From an optimization exercise on the open Yosys and OpenROAD flow, aimed at a short achievable clock period and few clock cycles per item; shortcuts taken in it are not production practice.

==> inputs of juniper <==
// lc4_superscalar
module lc4_superscalar #(
   parameter lc4_pkg::word_t RESET_PC = 16'h8200
) (
   input  logic              gwe,
   input  logic              i_rst,
   output lc4_pkg::word_t    o_cur_pc,
   input  lc4_pkg::word_t    i_insn_a,
   input  lc4_pkg::word_t    i_insn_b,
   output logic              o_wb_we_a,
   output lc4_pkg::reg_sel_t o_wb_rd_a,
   output lc4_pkg::word_t    o_wb_data_a,
   output lc4_pkg::word_t    o_wb_pc_a,
   output logic              o_wb_we_b,
   output lc4_pkg::reg_sel_t o_wb_rd_b,
   output lc4_pkg::word_t    o_wb_data_b,
   output lc4_pkg::word_t    o_wb_pc_b
);
export LEC_CHECK = 0
export ABC_AREA = 1
export ABC_CLOCK_PERIOD_IN_PS = 1800
export CAP_MARGIN = 20
export CORE_MARGIN = 2
export CORE_UTILIZATION = 40
export SETUP_SLACK_MARGIN = 3.2
export SLEW_MARGIN = 20
create_clock -name core_clock -period 5.0 [get_ports {gwe}]
run.sh (not shown) runs the stock make flow with config.mk's settings and CLKGATE_MAP_FILE= SYNTH_SCRIPT=/design/flow/synth_recipe.tcl, a recipe that flattens the netlist after the stock synthesis.
==> sierra: changes against juniper <==
--- a/flow/design.v
+++ b/flow/design.v
@@ -170,88 +170,89 @@
    output lc4_pkg::word_t    o_wb_pc_a,
    output logic              o_wb_we_b,
    output lc4_pkg::reg_sel_t o_wb_rd_b,
    output lc4_pkg::word_t    o_wb_data_b,
    output lc4_pkg::word_t    o_wb_pc_b
 );
-   lc4_pkg::word_t pc;
+   lc4_pkg::word_t pc, pc_p1, pc_p2;       
+   lc4_pkg::word_t pc_p3, pc_p4;
+   lc4_pkg::word_t d_insn_a, d_insn_b, d_pc_a, d_pc_b;
    logic           d_valid;
    logic           split;
+   assign pc_p3 = pc_p2 + 16'd1;
+   assign pc_p4 = pc_p2 + 16'd2;
    always_ff @(posedge gwe) begin
       if (i_rst) begin
          pc      <= RESET_PC;
+         pc_p1   <= RESET_PC + 16'd1;
+         pc_p2   <= RESET_PC + 16'd2;
          d_valid <= 1'b0;
+      end else if (split) begin
+         pc      <= pc_p1;
+         pc_p1   <= pc_p2;
+         pc_p2   <= pc_p3;
+         d_valid <= 1'b1;
       end else begin
-         pc      <= split ? pc + 16'd1 : pc + 16'd2;
+         pc      <= pc_p2;
+         pc_p1   <= pc_p3;
+         pc_p2   <= pc_p4;
          d_valid <= 1'b1;
       end
    end
-   assign o_cur_pc = pc;
-   logic [1:0][2:0]  f_rs, f_rt, f_rd;
-   logic [1:0]       f_rs_re, f_rt_re, f_dwe, f_cnst, f_sub, f_lg, f_or;
-   logic [1:0][15:0] f_imm;
-   lc4_decoder fdec_a_i (
-      .i_insn (i_insn_a), .o_rs (f_rs[0]), .o_rt (f_rt[0]), .o_rd (f_rd[0]),
-      .o_rs_re (f_rs_re[0]), .o_rt_re (f_rt_re[0]), .o_rd_we (f_dwe[0]), .o_const (f_cnst[0]),
-      .o_sub (f_sub[0]), .o_logic (f_lg[0]), .o_or (f_or[0]), .o_imm (f_imm[0])
-   );
-   lc4_decoder fdec_b_i (
-      .i_insn (i_insn_b), .o_rs (f_rs[1]), .o_rt (f_rt[1]), .o_rd (f_rd[1]),
-      .o_rs_re (f_rs_re[1]), .o_rt_re (f_rt_re[1]), .o_rd_we (f_dwe[1]), .o_const (f_cnst[1]),
-      .o_sub (f_sub[1]), .o_logic (f_lg[1]), .o_or (f_or[1]), .o_imm (f_imm[1])
-   );
-   logic [1:0][2:0]  rs, rt, rd;
-   logic [1:0]       rs_re, rt_re, dwe, cnst, sub, lg, orr;
-   logic [1:0][15:0] imm;
-   logic [1:0][7:0]  rs_oh, rt_oh;        
-   logic             own_rs, own_rt;      
+   logic [7:0] d_rs_oh_a, d_rt_oh_a, d_rs_oh_b, d_rt_oh_b;
    function automatic logic [7:0] onehot(input logic [2:0] r);
       onehot = 8'b1 << r;
    endfunction
-   logic [1:0][2:0]  n_rs, n_rt, n_rd;
-   logic [1:0]       n_rs_re, n_rt_re, n_dwe, n_cnst, n_sub, n_lg, n_or;
-   logic [1:0][15:0] n_imm;
-   always_comb begin
+   always_ff @(posedge gwe) begin
       if (split) begin
-         n_rs = {f_rs[0], rs[1]};           n_rt = {f_rt[0], rt[1]};
-         n_rd = {f_rd[0], rd[1]};           n_rs_re = {f_rs_re[0], rs_re[1]};
-         n_rt_re = {f_rt_re[0], rt_re[1]};  n_dwe = {f_dwe[0], dwe[1]};
-         n_cnst = {f_cnst[0], cnst[1]};     n_sub = {f_sub[0], sub[1]};
-         n_lg = {f_lg[0], lg[1]};           n_or = {f_or[0], orr[1]};
-         n_imm = {f_imm[0], imm[1]};
+         d_insn_a  <= d_insn_b;    
+         d_insn_b  <= i_insn_a;
+         d_rs_oh_a <= d_rs_oh_b;
+         d_rt_oh_a <= d_rt_oh_b;
+         d_rs_oh_b <= onehot(i_insn_a[8:6]);
+         d_rt_oh_b <= onehot(i_insn_a[2:0]);
+         d_pc_a    <= d_pc_b;
+         d_pc_b    <= pc;
       end else begin
-         n_rs = f_rs;       n_rt = f_rt;       n_rd = f_rd;
-         n_rs_re = f_rs_re; n_rt_re = f_rt_re; n_dwe = f_dwe;
-         n_cnst = f_cnst;   n_sub = f_sub;     n_lg = f_lg;
-         n_or = f_or;       n_imm = f_imm;
+         d_insn_a  <= i_insn_a;
+         d_insn_b  <= i_insn_b;
+         d_rs_oh_a <= onehot(i_insn_a[8:6]);
+         d_rt_oh_a <= onehot(i_insn_a[2:0]);
+         d_rs_oh_b <= onehot(i_insn_b[8:6]);
+         d_rt_oh_b <= onehot(i_insn_b[2:0]);
+         d_pc_a    <= pc;
+         d_pc_b    <= pc_p1;
       end
    end
-   always_ff @(posedge gwe) begin
-      rs <= n_rs;  rt <= n_rt;  rd <= n_rd;
-      rs_re <= n_rs_re;  rt_re <= n_rt_re;  dwe <= n_dwe;
-      cnst <= n_cnst;  sub <= n_sub;  lg <= n_lg;  orr <= n_or;
-      imm <= n_imm;
-      for (int L = 0; L < 2; L++) begin
-         rs_oh[L] <= onehot(n_rs[L]);
-         rt_oh[L] <= onehot(n_rt[L]);
-      end
-      own_rs <= n_dwe[0] && n_rs_re[1] && (n_rs[1] == n_rd[0]);
-      own_rt <= n_dwe[0] && n_rt_re[1] && (n_rt[1] == n_rd[0]);
-   end
+   assign o_cur_pc = pc;
+   logic [1:0][2:0]  rs, rt, rd;
+   logic [1:0]       rs_re, rt_re, dwe, cnst, sub, lg, orr;
+   logic [1:0][15:0] imm;
    logic [1:0][15:0] d_pc;
-   assign d_pc = {pc - 16'd1, pc - 16'd2};
+   lc4_decoder dec_a_i (
+      .i_insn (d_insn_a), .o_rs (rs[0]), .o_rt (rt[0]), .o_rd (rd[0]),
+      .o_rs_re (rs_re[0]), .o_rt_re (rt_re[0]), .o_rd_we (dwe[0]), .o_const (cnst[0]),
+      .o_sub (sub[0]), .o_logic (lg[0]), .o_or (orr[0]), .o_imm (imm[0])
+   );
+   lc4_decoder dec_b_i (
+      .i_insn (d_insn_b), .o_rs (rs[1]), .o_rt (rt[1]), .o_rd (rd[1]),
+      .o_rs_re (rs_re[1]), .o_rt_re (rt_re[1]), .o_rd_we (dwe[1]), .o_const (cnst[1]),
+      .o_sub (sub[1]), .o_logic (lg[1]), .o_or (orr[1]), .o_imm (imm[1])
+   );
+   assign d_pc = {d_pc_b, d_pc_a};
    logic [1:0]      x1_we, x2_we, x3_we, x1_late, x2_late, x3_late;
    logic [1:0][2:0] x1_rd, x2_rd, x3_rd;
    localparam int OWN = 7, G1B = 6, G1A = 5, G2B = 4, G2A = 3, G3B = 2, G3A = 1, LATE = 0;
-   function automatic logic [7:0] find_src(input logic [2:0] s, input logic re, input logic ho,
-                                           input logic a_const,
+   function automatic logic [7:0] find_src(input logic [2:0] s, input logic re, input logic in_b,
+                                           input logic a_we, input logic [2:0] a_rd, input logic a_const,
                                            input logic [1:0] w1, input logic [1:0][2:0] r1, input logic [1:0] l1,
                                            input logic [1:0] w2, input logic [1:0][2:0] r2, input logic [1:0] l2,
                                            input logic [1:0] w3, input logic [1:0][2:0] r3);
-      logic h1b, h1a, h2b, h2a, h3b, h3a;
+      logic ho, h1b, h1a, h2b, h2a, h3b, h3a;
       logic f_o, f1b, f1a, f2b, f2a, f3b, f3a;
+      ho  = in_b && a_we && (a_rd == s);
       h1b = w1[1] && (r1[1] == s);
       h1a = w1[0] && (r1[0] == s);
       h2b = w2[1] && (r2[1] == s);
       h2a = w2[0] && (r2[0] == s);
       h3b = w3[1] && (r3[1] == s);
       h3a = w3[0] && (r3[0] == s);
@@ -265,15 +266,15 @@
       find_src = {f_o, f1b, f1a, f2b, f2a, f3b, f3a,
                   f_o || (f1b && l1[1]) || (f1a && l1[0]) || (f2b && l2[1]) || (f2a && l2[0])};
    endfunction
    logic [1:0][7:0] src1, src2;
    always_comb begin
       for (int L = 0; L < 2; L++) begin
-         src1[L] = find_src(rs[L], rs_re[L], L == 1 && own_rs, cnst[0],
+         src1[L] = find_src(rs[L], rs_re[L], L == 1, dwe[0], rd[0], cnst[0],
                             x1_we, x1_rd, x1_late, x2_we, x2_rd, x2_late, x3_we, x3_rd);
-         src2[L] = find_src(rt[L], rt_re[L], L == 1 && own_rt, cnst[0],
+         src2[L] = find_src(rt[L], rt_re[L], L == 1, dwe[0], rd[0], cnst[0],
                             x1_we, x1_rd, x1_late, x2_we, x2_rd, x2_late, x3_we, x3_rd);
       end
    end
    function automatic logic [5:0] qual(input logic [7:0] s, input logic [1:0] l1, input logic [1:0] l2);
       qual = {s[G2B] && l2[1], s[G2A] && l2[0],
               s[G1B] && !l1[1], s[G1A] && !l1[0],
@@ -293,14 +294,14 @@
    assign issue   = {d_valid && dwe[1] && !split, d_valid && dwe[0]};
    logic [7:0]       r_wmask_a, r_wmask_b;
    lc4_pkg::word_t   w_data_a, w_data_b;
    lc4_pkg::word_t   rf_rs_a, rf_rt_a, rf_rs_b, rf_rt_b;
    lc4_regfile_dual regfile_i (
       .gwe         (gwe),       .i_rst       (i_rst),
-      .i_rs_a      (rs_oh[0]),  .i_rt_a      (rt_oh[0]),
-      .i_rs_b      (rs_oh[1]),  .i_rt_b      (rt_oh[1]),
+      .i_rs_a      (d_rs_oh_a), .i_rt_a      (d_rt_oh_a),
+      .i_rs_b      (d_rs_oh_b), .i_rt_b      (d_rt_oh_b),
       .o_rs_data_a (rf_rs_a),   .o_rt_data_a (rf_rt_a),
       .o_rs_data_b (rf_rs_b),   .o_rt_data_b (rf_rt_b),
       .i_wmask_a   (r_wmask_a), .i_wdata_a   (w_data_a),
       .i_wmask_b   (r_wmask_b), .i_wdata_b   (w_data_b)
    );
    logic [1:0][7:0] x2_elo;    
@@ -314,14 +315,14 @@
       else if (s[G2A]) cap_lo[7:0] = elo2[0];
       else if (s[G3B]) cap_lo[7:0] = lo3[1];
       else if (s[G3A]) cap_lo[7:0] = lo3[0];
    endfunction
    logic [1:0][15:0] rf1, rf2, v1, v2;
    logic             b_rs_const, b_rt_const;
-   assign b_rs_const = cnst[0] && own_rs;
-   assign b_rt_const = cnst[0] && own_rt;
+   assign b_rs_const = cnst[0] && dwe[0] && rs_re[1] && (rs[1] == rd[0]);
+   assign b_rt_const = cnst[0] && dwe[0] && rt_re[1] && (rt[1] == rd[0]);
    assign rf1 = {rf_rs_b, rf_rs_a};
    assign rf2 = {rf_rt_b, rf_rt_a};
    always_comb begin
       for (int L = 0; L < 2; L++) begin
          if (cnst[L])                      v1[L] = 16'h0000;
          else if (L == 1 && b_rs_const)    v1[L] = imm[0];
==> impl_metrics.csv <==
group,metric,value,unit
logic_synthesis,syn-num-nets,6971,
placement,place.gp.congestion,1.059,
sta,tightest_slew,0.9500,ns
setup_path,rr_worst_depth,18,
route,drt-initial-drc-count,7110,
placement,dpl-instance-area,49800,sq um
logic_synthesis,synth_xor_area_frac,0.03710,
logic_synthesis,synth_fa_ha_area_frac,0.03507,
status,outcome,"finished clean",
The numbers above come from sierra.

==> impl_metrics.csv <==
group,metric,value,unit
setup_path,rr_worst_depth,17,
placement,dpl-instance-area,47310,sq um
status,outcome,"finished clean",
placement,place.gp.congestion,1.033,
logic_synthesis,synth_xor_area_frac,0.04301,
sta,period_share,0.5272,
floorplan,dieArea,113700,sq um
sta,tightest_slew,1.164,ns
clock_network,cts_tree,"done",
route,drt-initial-drc-count,8014,
The numbers above come from juniper.

No functional check of the RTL was part of any run of this note.

[separate check: timing with driven ports]
No port has a modelled driver above. Below, the same layouts with a new extraction and two added sets of constraints. Step 1, drivers: a clkbuf_16 drives gwe and a buf_2 each remaining input, both assumed. Step 2, shift: input delay + t, output delay - t, t = (earliest + latest rising clock arrival at the registers) / 2. This alone moves slack from input paths to output paths. Slacks: ideal / step 1 / step 2; pairs: ideal / step 1.
run	t (ns)	slack for setup (ns)	worst setup path at the end	clock arrival spread, ns
juniper	0.792	2.364 / 2.364 / 2.159	input to register	0.044 / 0.044
sierra	0.786	2.270 / 2.270 / 2.135	input to register	0.085 / 0.084
After both steps every run listed still meets setup and hold. For juniper, which loses most, drivers alone change the setup slack by 0.000 ns; drivers and shift together by -0.205 ns.
